This design comes from an exercise in tuning for small area on the open sky130 flow, not from production work. Only simulation tests tie the RTL to the original design; equivalence was not proved. No activity file was given, so power comes from the tool's default toggle rates.

$ cat design/flow/config.mk
export PLATFORM = sky130hd
export DESIGN_NAME = regfile_param
export DESIGN_NICKNAME = regfile_param
export VERILOG_FILES = /design/flow/design.v
export SDC_FILE = /design/flow/constraint.sdc
export NUM_CORES = 4
export LEC_CHECK = 0
export CAP_MARGIN = 20
export CORE_MARGIN = 2
export CORE_UTILIZATION = 45
export SLEW_MARGIN = 20
export SYNTH_HIERARCHICAL = 1
export SYNTH_MINIMUM_KEEP_SIZE = 0
$ cat design/flow/standard.sh
#!/bin/bash
# synth_recipe.tcl (not shown) runs the flow's synth.tcl, then flattens the netlist and writes it again
# the make line also repeats each setting of config.mk as NAME=value (left out here)
make -C /OpenROAD-flow-scripts/flow DESIGN_CONFIG=/design/flow/config.mk WORK_HOME=/design/flow/orfs CLKGATE_MAP_FILE= SYNTH_SCRIPT=/design/flow/synth_recipe.tcl "${@:-finish}"
$ cat design/flow/design.v
module regfile_param #(
   parameter int DATA_W    = 64,
   parameter int ADDR_W    = 5,
   parameter int ZERO_REG  = 31,
   parameter int CLAMP_REG = 28
) (
   input  logic              clk,
   input  logic              rst_n,
   input  logic [ADDR_W-1:0] rd_addr1,
   input  logic [ADDR_W-1:0] rd_addr2,
   output logic [DATA_W-1:0] rd_data1,
   output logic [DATA_W-1:0] rd_data2,
   input  logic              wr_en,
   input  logic [ADDR_W-1:0] wr_addr,
   input  logic [DATA_W-1:0] wr_data,
   output logic              wr_ready,
   input  logic              clr_req,
   output logic              clr_busy,
   output logic              clr_done
);
   localparam int DEPTH = 1 << ADDR_W;
   localparam bit CLAMP_ON = (CLAMP_REG >= 0) && (CLAMP_REG < DEPTH);
   logic              busy_q, done_q;
   logic [ADDR_W-1:0] ptr_q;
   always_ff @(posedge clk or negedge rst_n) begin
      if (!rst_n) begin
         busy_q <= 1'b0;
         done_q <= 1'b0;
         ptr_q  <= '0;
      end else begin
         done_q <= busy_q && (ptr_q == '1);
         if (busy_q) begin
            ptr_q <= ptr_q + 1'b1;
            if (ptr_q == '1)
               busy_q <= 1'b0;
         end else if (!done_q && clr_req) begin
            busy_q <= 1'b1;
         end
      end
   end
   wire ready  = !busy_q;
   wire commit = wr_en && ready;
   wire [DEPTH-1:0]             valid_q;
   wire [DEPTH-1:0][DATA_W-1:0] data_q;
   wire [DEPTH-1:0]             sel1, sel2;
   for (genvar i = 0; i < DEPTH; i++) begin : g_entry
      if (i == ZERO_REG) begin : g_zero
         assign valid_q[i] = 1'b0;
         assign data_q[i]  = '0;
      end else begin : g_reg
         wire we   = commit && (wr_addr == i);
         wire we_n = !we;
         wire wv   = (CLAMP_ON && i == CLAMP_REG) ? !wr_data[DATA_W-1] : 1'b1;
         logic v_q;
         always_ff @(posedge clk or negedge rst_n) begin
            if (!rst_n)
               v_q <= 1'b0;
            else if (busy_q && ptr_q == i)
               v_q <= 1'b0;
            else if (we)
               v_q <= wv;
         end
         assign valid_q[i] = v_q;
         localparam int W = (CLAMP_ON && i == CLAMP_REG) ? DATA_W - 1 : DATA_W;
         logic [W-1:0] d_q;
         wire  [W-1:0] d_n;
         for (genvar b = 0; b < W; b++) begin : g_bit
            regfile_param_hold u_hold (
               .q(d_q[b]), .en(we), .en_n(we_n), .d(wr_data[b]), .y(d_n[b])
            );
         end
         always_ff @(posedge clk)
            d_q <= d_n;
         if (W < DATA_W) begin : g_pad
            assign data_q[i] = {{(DATA_W-W){1'b0}}, d_q};
         end else begin : g_full
            assign data_q[i] = d_q;
         end
      end
      assign sel1[i] = valid_q[i] && (rd_addr1 == i);
      assign sel2[i] = valid_q[i] && (rd_addr2 == i);
   end
   for (genvar b = 0; b < DATA_W; b++) begin : g_rd
      wire [DEPTH-2:0] col;
      for (genvar i = 0; i < DEPTH - 1; i++) begin : g_col
         assign col[i] = data_q[i][b];
      end
      regfile_param_rdbit u_rd1 (.d(col), .s(sel1[DEPTH-2:0]), .y(rd_data1[b]));
      regfile_param_rdbit u_rd2 (.d(col), .s(sel2[DEPTH-2:0]), .y(rd_data2[b]));
   end
   assign wr_ready = ready;
   assign clr_busy = busy_q;
   assign clr_done = done_q;
endmodule
module regfile_param_hold (
   input  logic q,
   input  logic en,
   input  logic en_n,
   input  logic d,
   output logic y
);
   assign y = (q & en_n) | (d & en);
endmodule
module regfile_param_rdbit (
   input  logic [30:0] d,
   input  logic [30:0] s,
   output logic        y
);
   wire [10:0] g;
   for (genvar k = 0; k < 10; k++) begin : g_aoi
      regfile_param_aoi222 u_aoi (
         .a0(d[3*k]),   .b0(s[3*k]),
         .a1(d[3*k+1]), .b1(s[3*k+1]),
         .a2(d[3*k+2]), .b2(s[3*k+2]),
         .y(g[k])
      );
   end
   regfile_param_nand2 u_last (.a(d[30]), .b(s[30]), .y(g[10]));
   wire [2:0] h;
   regfile_param_nand4 u_h0 (.a(g[0]), .b(g[1]), .c(g[2]), .d(g[3]), .y(h[0]));
   regfile_param_nand4 u_h1 (.a(g[4]), .b(g[5]), .c(g[6]), .d(g[7]), .y(h[1]));
   regfile_param_nand3 u_h2 (.a(g[8]), .b(g[9]), .c(g[10]), .y(h[2]));
   assign y = h[0] | h[1] | h[2];
endmodule
module regfile_param_aoi222 (
   input  logic a0, b0, a1, b1, a2, b2,
   output logic y
);
   assign y = !((a0 & b0) | (a1 & b1) | (a2 & b2));
endmodule
module regfile_param_nand2 (
   input  logic a, b,
   output logic y
);
   assign y = !(a & b);
endmodule
module regfile_param_nand3 (
   input  logic a, b, c,
   output logic y
);
   assign y = !(a & b & c);
endmodule
module regfile_param_nand4 (
   input  logic a, b, c, d,
   output logic y
);
   assign y = !(a & b & c & d);
endmodule
$ cat design/flow/flow/run.sh
#!/bin/bash
# The standard layout (the standard.sh, standard synthesis unchanged) with
# two changes passed to ORFS through its environment:
#  - clock tree: no dummy loads, clkbuf_8 only, clusters of up to 16 sinks
#    within 50 um;
#  - port buffers: buf_2 instead of the delay buffer ORFS picks.
# make's full output goes to flow_make.log in the work folder; ORFS keeps
# each step's log under orfs/logs/.
set -euo pipefail
export CTS_ARGS="-sink_clustering_enable -repair_clock_nets -dont_use_dummy_load -buf_list {sky130_fd_sc_hd__clkbuf_8} -sink_clustering_size 16 -sink_clustering_max_diameter 50"
export BUFFER_PORTS_ARGS="-buffer_cell sky130_fd_sc_hd__buf_2"
bash standard.sh finish > flow_make.log 2>&1
$ cat design/flow/constraint.sdc
create_clock -name core_clock -period 6.0 [get_ports {clk}]
set_input_delay 1.2000 -clock core_clock [delete_from_list [all_inputs] [get_ports {clk}]]
set_output_delay 1.2000 -clock core_clock [all_outputs]
set_load 0.01 [all_outputs]
==> results of run 1 <==
[cell usage after synthesis, types with 3 or more instances]
| cell type | instances |
|---|---|
| a222oi_1 | 1280 |
| nor3_4 | 10 |
| or3_1 | 128 |
| nor4_1 | 3 |
| a22o_1 | 1983 |
| nor2_1 | 12 |
| and3_1 | 61 |
| and3b_1 | 3 |
| clkbuf_1 | 9 |
| nor2b_1 | 4 |
| and2_1 | 3 |
| o32a_1 | 4 |
| nor3b_1 | 6 |
| nor3_1 | 15 |
| nor4_4 | 3 |
| a2bb2oi_1 | 15 |
| buf_2 | 5 |
| inv_1 | 36 |
| nand4_1 | 257 |
| nand2b_1 | 7 |
| dfxtp_1 | 1983 |
| dfrtp_1 | 38 |
| ha_1 | 6 |
| nand3_1 | 135 |
| nand2_1 | 141 |
| o22a_1 | 10 |
[state kept, by name, summed over array words and instances, names as in the netlist]
name and cells:
g_entry.g_reg.d_q 1983, done_q 1, g_entry.g_reg.v_q 31, ptr_q 5, busy_q 1
[Yosys stat by module (local to each module, per instance)]
| module | flops+latches | area (sq um) |
|---|---|---|
| regfile_param | 2021 | 42300 |
| regfile_param_aoi222 | 0 | 10.0 |
| regfile_param_hold | 0 | 8.76 |
| regfile_param_nand2 | 0 | 3.75 |
| regfile_param_nand3 | 0 | 5.00 |
| regfile_param_nand4 | 0 | 6.26 |
| regfile_param_rdbit | 0 | 6.26 |
[final timing paths]
| kind | to | depth (start not counted) | slack (ns) | from |
|---|---|---|---|---|
| worst max register to register | g_entry[24].g_reg.d_q[28] | 6 | 2.45 | busy_q |
| worst min-delay path | g_entry[28].g_reg.v_q | 1 | 0.34 | rst_n |
| min in group core_clock | busy_q | 1 | 0.46 | done_q |
| worst min register to register | busy_q | 1 | 0.46 | done_q |
| max in group asynchronous | g_entry[17].g_reg.v_q | 1 | 4.95 | rst_n |
| worst max-delay path | rd_data1[32] | 8 | 0.51 | rd_addr1[3] |
[cells in the final DEF, fill, tap and decap left out, types with 6 or more instances in the layout]
| cell | synthesis | layout |
|---|---|---|
| buf_12 | 1 | 24 |
| dfxtp_1 | 1983 | 1983 |
| nor3_2 | 1 | 11 |
| nor4_4 | 3 | 8 |
| buf_2 | 5 | 213 |
| or3_1 | 128 | 128 |
| nand2b_1 | 7 | 7 |
| nor2_1 | 12 | 9 |
| a2bb2oi_1 | 15 | 15 |
| dfrtp_1 | 38 | 38 |
| and3_4 | 0 | 59 |
| a22o_1 | 1983 | 1983 |
| ha_1 | 6 | 6 |
| a222oi_1 | 1280 | 1280 |
| diode_2 | 0 | 22 |
| buf_4 | 0 | 172 |
| nand2_1 | 141 | 141 |
| o22a_1 | 10 | 10 |
| nand4_1 | 257 | 257 |
| inv_4 | 0 | 27 |
| nor3_4 | 10 | 12 |
| clkbuf_8 | 0 | 182 |
| nand3_1 | 135 | 135 |
| nor3b_1 | 6 | 6 |
[routing by layer]
metal	part of all wire, %	wire [um]	track usage (%)	vias up
li1	-	-	-	29800
met1	36	138000	53.3	37800
met2	41	156000	59.7	7618
met3	16	60700	15.1	1750
met4	7.2	27400	26.2	20
met5	0.058	220	0.722	-
[cell families (layout without fill, tap and decap cells)]
group / after synthesis / after routing / synth area share (%)
AO/OA/AOI/OAI: 3297 / 3297 / 40.1
flip-flops: 2021 / 2021 / 53.5
AND/OR/NAND/NOR: 794 / 794 / 6.02
buffers and inverters: 52 / 630 / 0.296
adder cells (fa/ha/maj): 6 / 6 / 0.0987
XOR/XNOR: 3 / 3 / 0.0346
other: 1 / 24 / 0.00493
multiplexers: 1 / 1 / 0.0132
[through the flow]
step	setup WS [ns]	TNS, ns	instances
3_5_place_dp	0.785	0	8775
6_report	0.511	0	8980
5_1_grt	0.607	0	8969
3_3_place_gp	0.842	0	8775
4_1_cts	0.775	0	8957
2_1_floorplan	-1.87	-1492.71	6176
[power by group]
| part | internal, W | switching (W) |
|---|---|---|
| Combinational | 0.000641 | 0.000736 |
| Clock | 0.00269 | 0.00463 |
| Sequential | 0.0141 | 0.000586 |
| Total | 0.0174 | 0.00596 |
[area by class of cell]
cell class	instances	area share, %
flip-flops and latches	2021	48.0
multi-input cells	4103	42.1
repair buffers	412	3.41
well taps	2204	3.26
clock buffers	182	2.96
inverters	36	0.263
diodes	22	0.0650
[worst reg2reg max path, cell delays in order, from the launching register on]
cell	delay, ns
dfrtp_1	0.58
or3b_1	0.48
buf_4	0.29
nor3_2	0.37
buf_4	0.62
buf_4	0.72
a22o_1	0.39
==> results.txt, run 1 <==
STA:
- The number of pins with negative max-slew slack in the final report is 0.
- Hold is met by 0.335 ns.
- Setup violations remaining at the end of the flow were counted as 0.
- The final worst clock skew is 0.126 ns.
- The final hold violation count is 0.
- The clock period could shrink to 5.49 ns.
- The top achievable clock speed is 182 MHz.
- In this run the tightest slew margin relative to its limit is 13.1%.
- The share of the clock period used by the worst path is 91.5%.
- At the pin with the least slew margin, the transition time is 1.30 ns.
- Setup repair after global routing left no endpoint under its margin.

Logic synthesis:
- The proportion of netlist area held by the largest area contributor is 52.2%.
- The summed instance area of the synthesized netlist is 0.0760 sq mm.
- In this run, synthesis produced a sequential element count of 2021.
- The share of flip-flops with an asynchronous set or reset is 1.88%.
- Synthesis handed over a netlist of 6175 instances.
- The main flop type after synthesis is dfxtp_1.
- A synthesized cell averages 12.3 sq um.
- The Yosys warning count is 7.
- The number of distinct library cells after synthesis is 42.
- For this run, the register share of the synthesized area comes to 53.5%.
- The number of enable flip-flop cells after synthesis is 0.
- Summed over all instances, the cell type with the most area after synthesis is dfxtp_1.
- Sorting the synthesized cells by area gives the leading types as dfxtp_1, a22o_1, a222oi_1.

Power and ir drop:
- The analysis attributes to cell leakage a power of 31.4 nW.
- For this design the ratio of total power to cell area is 276 mW/mm^2.
- The peak supply drop is 0.000220 V.
- Summing internal, switching and leakage power gives 0.0234 W.

Critical path:
- The type of the setup path with the least slack is in2out.
- The required time reported for the critical path endpoint is 4.80 ns.
- The cell that appears most often on the critical path is buf_2.
- In this design, the largest share of critical-path delay is due to simple AND/OR/NAND/NOR gates.
- Among all stages on the critical path, the largest delay is contributed by and3_4.
- The critical path goes through buf_2 > nor2b_1 > and3_4 > buf_4 > a222oi_1 > nand4_1 > or3_1 > buf_2.
- The category of the worst setup path launch point is a primary input.
- The sum of buffers and inverters on the critical path is 3.
- STA classifies the critical path endpoint as a primary output.
- The arrival time at the worst endpoint is 4.29 ns.
- The largest stage delay on the critical path is 0.97 ns.
- The top fanout value on the critical path is 45.

Cells and area:
- The share of post-route cells with drive strength above 1 is 10.6%.
- Summing all multi-input logic gate instances after layout gives 0.0356 sq mm.
- The post-layout net count is 6845.
- The register area is 0.0406 sq mm.
- The finished layout cell area is 0.0847 sq mm.
- The post-synthesis to final-layout area growth is 11.4%.
- Counting the fill cells in the layout gives 14900.
- Once layout is complete, the utilization of the core stands at 50.6%.

Route:
- The via count is 77000.
- The first-pass iteration count of the detailed router is 15.
- Once detail routing completed, the nets flagged for antenna violations numbered 0.
- For this block, the routed nets add up to 382000 um of wire.
- In the routed layout, each cell is associated on average with a via count of 8.57.
- The post-route DRC violation count is 0.
- The initial DRC count is 19100.
- The routed wire length per instance is 42.6 um.

Placement:
- The post-detailed-placement half-perimeter wirelength is 213000 um.
- The congestion estimate from routability-driven global placement came to 0.914.
- The cell area after placement is 0.0821 sq mm.
- During placement, the flow inserted port buffers numbering 213.

Global routing:
- The number of global-route vias before repair is 73100.
- In the global route stage, overall resource usage came out at 41.8%.
- The initial antenna violation count came to 27.
- After global routing the overflow that remains totals 0.
- The pin count of the biggest net entering global routing is 66.
- The first global-routing pass estimated 533000 um of wire.

Die:
- In this run the vertical extent of the chip is 415 um.
- The die is 415 um wide.
- For this design the top-level I/O count stands at 214.
- The total area inside the core boundary comes to 0.167 sq mm.
- The row count is 150.
- The die covers 0.172 sq mm.
- Once the floorplan was initialized, standard cells occupied 45.4% of the core.

CTS:
- The source-to-sink clock delay at the later pin of the worst-skew pair is 1.02 ns.
- The register clock-pin slew on the reported worst setup and hold paths is 0.10 ns.
- In this run the post-CTS setup repair buffer count came out at 0.
- The number of clock buffers added by TritonCTS is 182.
- The number of buffers inserted by hold repair at cts is 0.
- TritonCTS built the clock tree.
- In this run, post-CTS repair resized a total of 0 instances.
- The longest clock path from root to sink contains 3 buffers.
- The clock net sink count is 2021.
- The root cell of the clock tree is clkbuf_8.
- The CTS H-tree depth is 4.

Run status:
- The flow ran to the end and the layout has no timing, DRC or antenna violations.

Run:
- The number of max-capacitance violations reported is 0.

Worst hold path:
- The type of the most critical hold path is in2async.
==> inputs of run 2 (changes only) <==
--- a/design/flow/config.mk
+++ b/design/flow/config.mk
@@ -8,6 +8,7 @@
 export CAP_MARGIN = 20
 export CORE_MARGIN = 2
 export CORE_UTILIZATION = 45
+export PLACE_DENSITY = 0.5
 export SLEW_MARGIN = 20
 export SYNTH_HIERARCHICAL = 1
 export SYNTH_MINIMUM_KEEP_SIZE = 0
==> results.txt, run 2 <==
CTS:
- The number of buffers inserted by hold repair at cts was 0 (unchanged).
- The source-to-sink clock delay at the later pin of the worst-skew pair is 1.05 ns (+0.03 ns).
- The buffer levels on the longest clock path is 3 (unchanged).
- The root cell of the clock tree is clkbuf_8.
- The number of clock buffers inserted by TritonCTS is 192 (+5.5%).
- TritonCTS built the clock tree.
- The clock net sink count is 2021 (unchanged).
- The setup fix buffers added after clock tree synthesis is 0 (unchanged).
- The CTS H-tree depth is 4 (unchanged).
- The post-cts resize count is 0 (unchanged).
- The register clock-pin slew on the reported worst setup and hold paths is 0.08 ns (-0.02 ns).

Cells and area:
- In the final layout, the registers with the most flip-flops are g_entry.g_reg.d_q x1983, g_entry.g_reg.v_q x31, ptr_q x5.
- The share of post-route cells with drive strength above 1 was 11.3% (+0.63 points).
- The number of filler cells placed in the layout came to 14900 (+0.42%).
- The finished layout cell area was 0.0855 sq mm (+0.95%).
- The flip-flop count of the largest register, all copies and words added is 1983 (unchanged).
- The post-layout net count is 6893 (+0.70%).
- In the layout the commonest cells are a22o_1, dfxtp_1, a222oi_1.
- Relative to the synthesized area, the layout overhead comes to 12.5%.
- The largest register by flop count is g_entry.g_reg.d_q.
- The final cell count without fillers is 9038 (+0.65%).
- The end-of-flow core utilization is 51.1% (+0.48 points).

Critical path:
- In this design, the largest share of critical-path delay is due to simple AND/OR/NAND/NOR gates.
- The critical path depth is 8 (unchanged).
- The worst setup path is launched from a primary input.
- The sum of buffers and inverters on the critical path is 3 (unchanged).
- The top fanout value on the critical path was 38 (-16%).
- The cell seen most often among critical-path stages is buf_2.
- The arrival time at the worst endpoint is 4.48 ns (+0.19 ns).
- The minimum setup slack among reg-to-reg paths is 1.88 ns (-0.57 ns).
- The worst setup path is captured at a primary output.
- The required time reported for the critical path endpoint is 4.80 ns (about the same).
- The worst-path cell with the longest stage delay is and3_4.
- The endpoint of the most critical register-to-register path is g_entry[27].g_reg.d_q[16].
- In this run the critical register-to-register path is launched from busy_q.
- The critical path goes through buf_2 > nor2_1 > and3_4 > buf_4 > a222oi_1 > nand4_1 > or3_1 > buf_2.
- The largest stage delay on the critical path is 0.89 ns (-0.08 ns).
- The origin of the worst setup path is rd_addr1[2].
- The capturing element of the worst setup path is rd_data1[4].
- The worst reg2reg path depth came to 7 (+1).
- The type of the setup path with the least slack is in2out.

STA:
- The final worst clock skew was 0.0873 ns (-0.0388 ns).
- The top achievable clock speed was 176 MHz (-3.4%).
- The final count of negative-setup-slack endpoints is 0 (unchanged).
- Setup repair after global routing left no endpoint under its margin.
- The transition time at the pin with the least slew margin is 1.23 ns (-0.0735 ns).
- The shortest clock period the worst path allows after layout is 5.68 ns (+0.193 ns).
- The headroom to the max-slew limit was 18.0% (+4.9 points).
- The share of the clock period used by the worst path is 94.7% (+3.2 points).
- The final hold violation count is 0 (unchanged).
- The number of pins with negative max-slew slack in the final report is 0 (unchanged).

Logic synthesis:
- By area the synthesized netlist is led by dfxtp_1, a22o_1, a222oi_1.
- The summed instance area of the synthesized netlist is 0.0760 sq mm (unchanged).
- The instance count of the mapped netlist is 6175 (unchanged).
- The share of flip-flops with an asynchronous set or reset is 1.88% (unchanged).
- The number of distinct library cells after synthesis was 42 (unchanged).
- The number of enable flip-flop cells after synthesis is 0 (unchanged).
- The most used flip-flop cell after synthesis is dfxtp_1.
- The register bit total from synthesis is 2021 (unchanged).
- The average size of a mapped cell is 12.3 sq um (unchanged).
- The leading area contributor after synthesis is dfxtp_1.
- The proportion of synthesized chip area in sequential cells came to 53.5% (unchanged).
- The proportion of netlist area held by the largest area contributor is 52.2% (unchanged).
- The Yosys warning count is 7 (unchanged).
- By count the netlist is led by a22o_1, dfxtp_1, a222oi_1.

Global routing:
- The pin count of the biggest net entering global routing was 66 (unchanged).
- The most heavily used metal layer in global routing is met2.
- The global-route wire length before repair came to 569000 um (+6.8%).
- The fraction of met3 tracks used by global routing is 17.3% (+2.2 points).
- The initial antenna violation count came to 32 (+19%).
- The global-route met2 utilization was 64.1% (+4.4 points).
- The total global-route track usage is 45.7% (+3.9 points).
- The global-route track usage on met1 is 58.6% (+5.3 points).
- The total congestion overflow after global routing was 0 (unchanged).
- The number of global-route vias before repair was 73300 (+0.26%).

Route:
- The first-pass iteration count of the detailed router was 15 (unchanged).
- The number of antenna-violating nets in the routed design is 0 (unchanged).
- The final routed wirelength across all metal layers was 418000 um (+9.4%).
- The post-route DRC violation count is 0 (unchanged).
- The via count is 78900 (+2.4%).
- The routed wire length per instance is 46.3 um (+8.7%).
- The per-cell via count in the routed design came to 8.73 (+1.8%).
- The initial DRC count is 19900 (+4.6%).

Run status:
- The run finished with no timing, DRC or antenna violations.

Placement:
- The post-detailed-placement half-perimeter wirelength is 232000 um (+8.5%).
- The count of input and output buffers is 213 (unchanged).
- The cell area after placement was 0.0828 sq mm (+0.80%).
- The placed instance count is 8813 (+0.43%).
- The final weighted congestion of routability-driven global placement is 0.904 (-1.1%).

Die:
- The area of the core is 0.167 sq mm (unchanged).
- The die outline area is 0.172 sq mm (unchanged).
- The I/O pin count is 214 (unchanged).
- The y dimension of the die came to 415 um (unchanged).
- The effective utilization at floorplan is 45.4% (unchanged).
- The width of the die is 415 um (unchanged).
- The row count came to 150 (unchanged).

Power and ir drop:
- The peak supply drop came to 0.000246 V (+12%).
- The leakage power summed over all cells came to 31.7 nW (+1.1%).
- The power density over the cells was 277 mW/mm^2 (+0.33%).

Run:
- The number of max-capacitance violations reported is 0 (unchanged).

Worst hold path:
- The worst hold path belongs to the class in2async.
==> run 2: cell counts after synthesis <==
No cell type changed its count.
==> run 2: final cells by class <==
cell class | instances | area [sq um] | area share (%)
Tap cell | 2204 | 2760 | 3.22
Inverter | 36 | 215 | 0.252
Timing Repair Buffer | 450 | 3540 | 4.14
Sequential cell | 2021 | 40600 | 47.5
Multi-Input combinational cell | 4103 | 35600 | 41.7
Antenna cell | 32 | 80.1 | 0.0936
Clock buffer | 192 | 2640 | 3.09
==> run 2: kinds of logic (layout without fill, tap and decap cells) <==
logic type      Yosys count  in the layout  share of synthesized area, %
compound gates         3297           3297                          40.1
flops                  2021           2021                          53.5
simple gates            794            794                          6.02
buf+inv                  52            678                         0.296
fa+ha+maj                 6              6                        0.0987
xor+xnor                  3              3                        0.0346
other cells               1             34                       0.00493
mux                       1              1                        0.0132
==> run 2: through the flow <==
stage               setup TNS, ns  hold WS [ns]  total power, W  setup slack (ns)
floorplan                -1492.71         0.455          0.0156             -1.87
finish                          0         0.349          0.0237             0.318
detailed placement              0         0.457          0.0163             0.597
global route                    0         0.386          0.0243             0.465
global placement                0         0.438          0.0163             0.688
CTS                             0         0.297          0.0236             0.595
==> run 2: Yosys stat by module, one instance, submodules excluded, excerpt <==
module,area (sq um),cells
regfile_param_nand3,5.00,1
regfile_param_rdbit,6.26,1
regfile_param_hold,8.76,1
regfile_param_nand4,6.26,1
regfile_param_aoi222,10.0,1
regfile_param_nand2,3.75,1
==> run 2: report_power, final <==
part | switching [W] | internal [W]
sequential | 0.000578 | 0.0141
combinational | 0.000758 | 0.000648
clock | 0.00477 | 0.00283
==> run 2: worst min path at each step <==
stage | slack [ns] | from | end | depth (start not counted)
floorplan | 0.46 | g_entry[15].g_reg.v_q | g_entry[15].g_reg.v_q | 1
global placement | 0.44 | done_q | busy_q | 1
detailed placement | 0.46 | done_q | busy_q | 1
CTS | 0.30 | rst_n | g_entry[29].g_reg.v_q | 1
global route | 0.39 | rst_n | g_entry[28].g_reg.v_q | 1
finish | 0.35 | rst_n | g_entry[5].g_reg.v_q | 1
==> run 2: worst register-to-register path: cells and delay by family, from the launching register on <==
kind	cells	cell delay, ns
AOI/OAI and AO/OA	1	0.31
buffers and inverters	4	2.25
DFF	1	0.36
and+or+nand+nor	2	1.14
==> run 2: layer usage <==
metal	routed length, um	part of all wire, %	up-vias
met5	130	0.031	-
met4	31900	7.6	8
met3	65000	16	1940
met2	168000	40	8023
met1	153000	37	38900
li1	-	-	30000

==> afterwards: timing with drivers on the ports <==
Ports are ideal in the flow. The routed layouts listed here were re-timed in OpenROAD.
Step 1: set_driving_cell puts a clkbuf_16 on clk and a buf_2 on each other input, an assumption about the parent block.
Step 2 moves the port delays by t, midway between the first and last clock arrival at a register: inputs arrive t later, outputs are due t later. That takes back most of the time a late clock gives input paths.
Slacks: ideal ports / drivers / drivers and shift; pairs: ideal ports / drivers.
run | shift t [ns] | slack for setup (ns) | clock arrival spread, ns | worst data-port slew with drivers (ns) | pins driven straight from the clock port
run 1 | 1.031 | 0.511 / 0.484 / 0.484 | 0.163 / 0.163 | 0.28 | 1
run 2 | 1.081 | 0.318 / 0.295 / 0.295 | 0.109 / 0.109 | 0.16 | 1
After both steps setup and hold are still met in every run listed. The setup slack of run 1, which loses most, moves by -0.027 ns with the drivers and by -0.027 ns with both steps.
